Source: an optimization exercise on an open RTL-to-GDS flow (aim: small area, a short achievable clock period and few clock cycles per item). Production flows keep margins and buffers that such runs may drop. RTL that was checked went through simulation tests only; none was proved equivalent to the original. Power figures rest on the tool's default switching activity, not on a simulated workload.

## iot_filter_top
module iot_filter_top
(
    input  logic         clk,
    input  logic         rst,
    input  logic         in_en,
    input  logic [7:0]   iot_in,
    input  logic [2:0]   fn_sel,
    output logic         busy,
    output logic         valid,
    output logic [127:0] iot_out
);
For scale: about 290 flip-flops, roughly 140 I/O pins, ~11000 um2 of cells after synthesis.
==> module iot_filter_top, before the edit <==
module iot_filter_top
(
    input  logic         clk,
    input  logic         rst,
    input  logic         in_en,
    input  logic [7:0]   iot_in,
    input  logic [2:0]   fn_sel,
    output logic         busy,
    output logic         valid,
    output logic [127:0] iot_out
);
    logic is_crc, is_top, is_rank;
    always_ff @(posedge clk) begin
        is_crc  <= (fn_sel == 3'd3);
        is_top  <= (fn_sel == 3'd4);
        is_rank <= (fn_sel == 3'd4) || (fn_sel == 3'd5);
    end
    logic       in_v;
    logic [7:0] cur;
    always_ff @(posedge clk) cur <= iot_in;
    logic [3:0]   bi;              
    logic [3:0]   rc;              
    logic [2:0]   wc;              
    function automatic logic [3:0] step4(logic [3:0] x);
        step4 = {x[2:0], x[3] ^ x[0] ^ (x[2:0] == 3'd0)};
    endfunction
    function automatic logic [2:0] step3(logic [2:0] x);
        step3 = {x[1:0], x[2] ^ x[0] ^ (x[1:0] == 2'd0)};
    endfunction
    localparam logic [3:0] LAST4 = 4'b1000;
    localparam logic [2:0] WC1   = 3'b001;
    localparam logic [2:0] WC7   = 3'b100;
    logic         mv;              
    logic         dA, wA, dB, wB;  
    logic [127:0] r0, r1;
    wire [7:0] tA = r0[127:120];
    wire [7:0] tB = r1[127:120];
    wire first_byte = (bi == 4'd0);
    wire last_byte  = (bi == LAST4);
    wire keepA      = dA && !first_byte;
    wire keepB      = dB && !first_byte;
    logic rot;
    logic eqA, gtA, eqB, gtB;
    wire [7:0] nA = rot ? r0[119:112] : r0[127:120];
    wire [7:0] nB = rot ? r1[119:112] : r1[127:120];
    always_ff @(posedge clk) begin
        eqA <= (iot_in == nA);
        gtA <= is_top ? (iot_in > nA) : (iot_in < nA);
        eqB <= (iot_in == nB);
        gtB <= is_top ? (iot_in > nB) : (iot_in < nB);
    end
    wire dA_n  = keepA || !eqA;
    wire wA_n  = keepA ? wA : gtA;
    wire dB_n  = keepB || !eqB;
    wire wB_n  = keepB ? wB : gtB;
    wire winA  = dA_n && wA_n;
    wire winB  = dB_n && wB_n;
    wire loseB = dB_n && !wB_n;
    logic [7:0] b0, b1;
    always_comb begin
        b0 = mv ? tB : tA;
        b1 = tB;
        if (in_v) begin
            if (wc == 3'd0) begin
                b1 = cur;
            end else if (wc == WC1) begin
                b0 = winB ? cur : tB;
                b1 = winB ? tB : cur;
            end else begin
                b0 = winA ? cur : tA;
                b1 = winA ? tA : (loseB ? tB : cur);
            end
        end
    end
    function automatic logic [2:0] crc_fold(logic [2:0] seed, logic [7:0] data);
        logic [2:0] c;
        logic       fb;
        c = seed;
        for (int i = 7; i >= 0; i--) begin
            fb = c[2] ^ data[i];
            c  = {c[1:0], 1'b0} ^ (fb ? 3'b011 : 3'b000);
        end
        crc_fold = c;
    endfunction
    wire [2:0] crc_n = crc_fold(first_byte ? 3'd0 : r0[2:0], cur);
    always_ff @(posedge clk) begin
        if (in_v) begin
            dA <= dA_n;
            wA <= wA_n;
            dB <= dB_n;
            wB <= wB_n;
        end
    end
    always_ff @(posedge clk) begin
        if (rot) begin
            r0[127:16] <= r0[119:8];
            r0[15:8]   <= is_crc ? 8'd0 : r0[7:0];
            r0[7:0]    <= is_crc ? {5'd0, crc_n} : b0;
            r1         <= {r1[119:0], b1};
        end
    end
    wire       end_word = in_v && last_byte;
    wire [3:0] bi_n  = in_v ? step4(bi) : bi;
    wire [3:0] rc_n  = rot ? step4(rc) : rc;
    wire       mv_n  = (end_word && is_rank && wc == WC7) || (mv && !(rc == LAST4));
    wire       in_v_n = in_en && !busy;
    wire       busy_n = !in_v_n && (mv_n || rc_n != bi_n) && (step4(rc_n) != bi_n);
    wire       rot_n  = in_v_n || mv_n || (rc_n != bi_n);
    always_ff @(posedge clk or posedge rst) begin
        if (rst) begin
            in_v  <= 1'b0;
            bi    <= 4'd0;
            rc    <= 4'd0;
            wc    <= 3'd0;
            mv    <= 1'b0;
            busy  <= 1'b0;
            rot   <= 1'b0;
            valid <= 1'b0;
        end else begin
            in_v <= in_v_n;
            bi   <= bi_n;
            rc   <= rc_n;
            mv   <= mv_n;
            busy <= busy_n;
            rot  <= rot_n;
            if (end_word) wc <= step3(wc);
            valid <= (end_word && (is_crc || (is_rank && wc == WC7)))
                     || (mv && rc == LAST4);
        end
    end
    assign iot_out = r0;
endmodule
clock: 7.0 ns
lec_check: 0
cap_margin: 20
core_margin: 2
core_utilization: 40
setup_slack_margin: 4.45
slew_margin: 20
standard.sh (not shown) runs the stock make flow with config.mk's settings and CLKGATE_MAP_FILE= SYNTH_SCRIPT=/design/flow/synth_recipe.tcl, a recipe that flattens the netlist after the stock synthesis.
==> flow/flow/run.sh <==
#!/bin/bash
# Standard ORFS layout, with the port buffers made from plain buffers
# (sky130_fd_sc_hd__buf_1, resized by timing repair) instead of the slow
# delay cells buffer_ports picks by default, and clock tree synthesis
# without dummy loads.
set -euo pipefail
bash standard.sh "BUFFER_PORTS_ARGS=-buffer_cell sky130_fd_sc_hd__buf_1" \
  "CTS_ARGS=-sink_clustering_enable -repair_clock_nets -sink_clustering_size 30 -sink_clustering_max_diameter 100 -dont_use_dummy_load -balance_levels" \
  finish > standard_flow.log 2>&1
Rerun with:
--- a/flow/design.v
+++ b/flow/design.v
@@ -83,20 +83,15 @@
     wire winB  = dB_n && wB_n;
     wire loseB = dB_n && !wB_n;
-    logic [7:0] b0, b1;
-    always_comb begin
-        b0 = mv ? tB : tA;
-        b1 = tB;
-        if (in_v) begin
-            if (wc == 3'd0) begin
-                b1 = cur;
-            end else if (wc == WC1) begin
-                b0 = winB ? cur : tB;
-                b1 = winB ? tB : cur;
-            end else begin
-                b0 = winA ? cur : tA;
-                b1 = winA ? tA : (loseB ? tB : cur);
-            end
-        end
-    end
+    wire rank_w = in_v && (wc != 3'd0);
+    wire w1     = in_v && (wc == WC1);
+    wire wn     = rank_w && (wc != WC1);
+    wire s0_cur = (w1 && winB) || (wn && winA);
+    wire s0_b   = (w1 && !winB) || (!rank_w && mv);
+    wire s0_a   = !s0_cur && !s0_b;
+    wire s1_cur = (in_v && !rank_w) || (w1 && !winB) || (wn && !winA && !loseB);
+    wire s1_a   = wn && winA;
+    wire s1_b   = !s1_cur && !s1_a;
+    wire [7:0] b0 = ({8{s0_cur}} & cur) | ({8{s0_a}} & tA) | ({8{s0_b}} & tB);
+    wire [7:0] b1 = ({8{s1_cur}} & cur) | ({8{s1_a}} & tA) | ({8{s1_b}} & tB);
     function automatic logic [2:0] crc_fold(logic [2:0] seed, logic [7:0] data);
         logic [2:0] c;
=>
- hold slack stays flat
- non-clock buffer count came out lower by 3
- clock power is about the same
- synthesized cell count decreases by 10%
- die area decreases by 3.5%
- cell area goes down by 3.5%
- worst setup slack improved by 13 ps
- wire length falls by 8.0%
- cell count came out lower by 6.1%
- first-iteration DRC count shrinks by 19%
- sequential share of layout area grows by 2.6 points
- power is lower by 1.7%
Testbench counts after the change, summed over its fixed seeds: cycles 36,192, items 2,157.
Only the layout flow was run in the first run of this note; the RTL was not checked for function there.

afterwards: timing with drivers on the ports:
The results above use ideal ports. As a check the final layouts listed here were re-extracted and re-timed, cells and wires unchanged. Step 1: set_driving_cell puts a clkbuf_16 on clk and a buf_2 on each other input, an assumption about the parent block. Step 2 times the ports against the registers' clock, not the clock port: input delays grow and output delays shrink by t, the midpoint of the rising clock arrivals with the driver on. a / b / c = no drivers / after step 1 / after step 2; a / b = the first two.
| run | t (ns) | setup slack, ns | worst setup path after step 2 | slew at the worst register clock pin (ns) |
|---|---|---|---|---|
| the first run | 0.522 | 4.466 / 4.420 / 4.269 | input to register | 0.11 / 0.11 |
| the second run | 0.518 | 4.479 / 4.438 / 4.140 | input to register | 0.11 / 0.11 |
After both steps setup and hold are still met in every run listed. For the second run, which loses most, drivers alone change the setup slack by -0.041 ns; drivers and shift together by -0.339 ns.
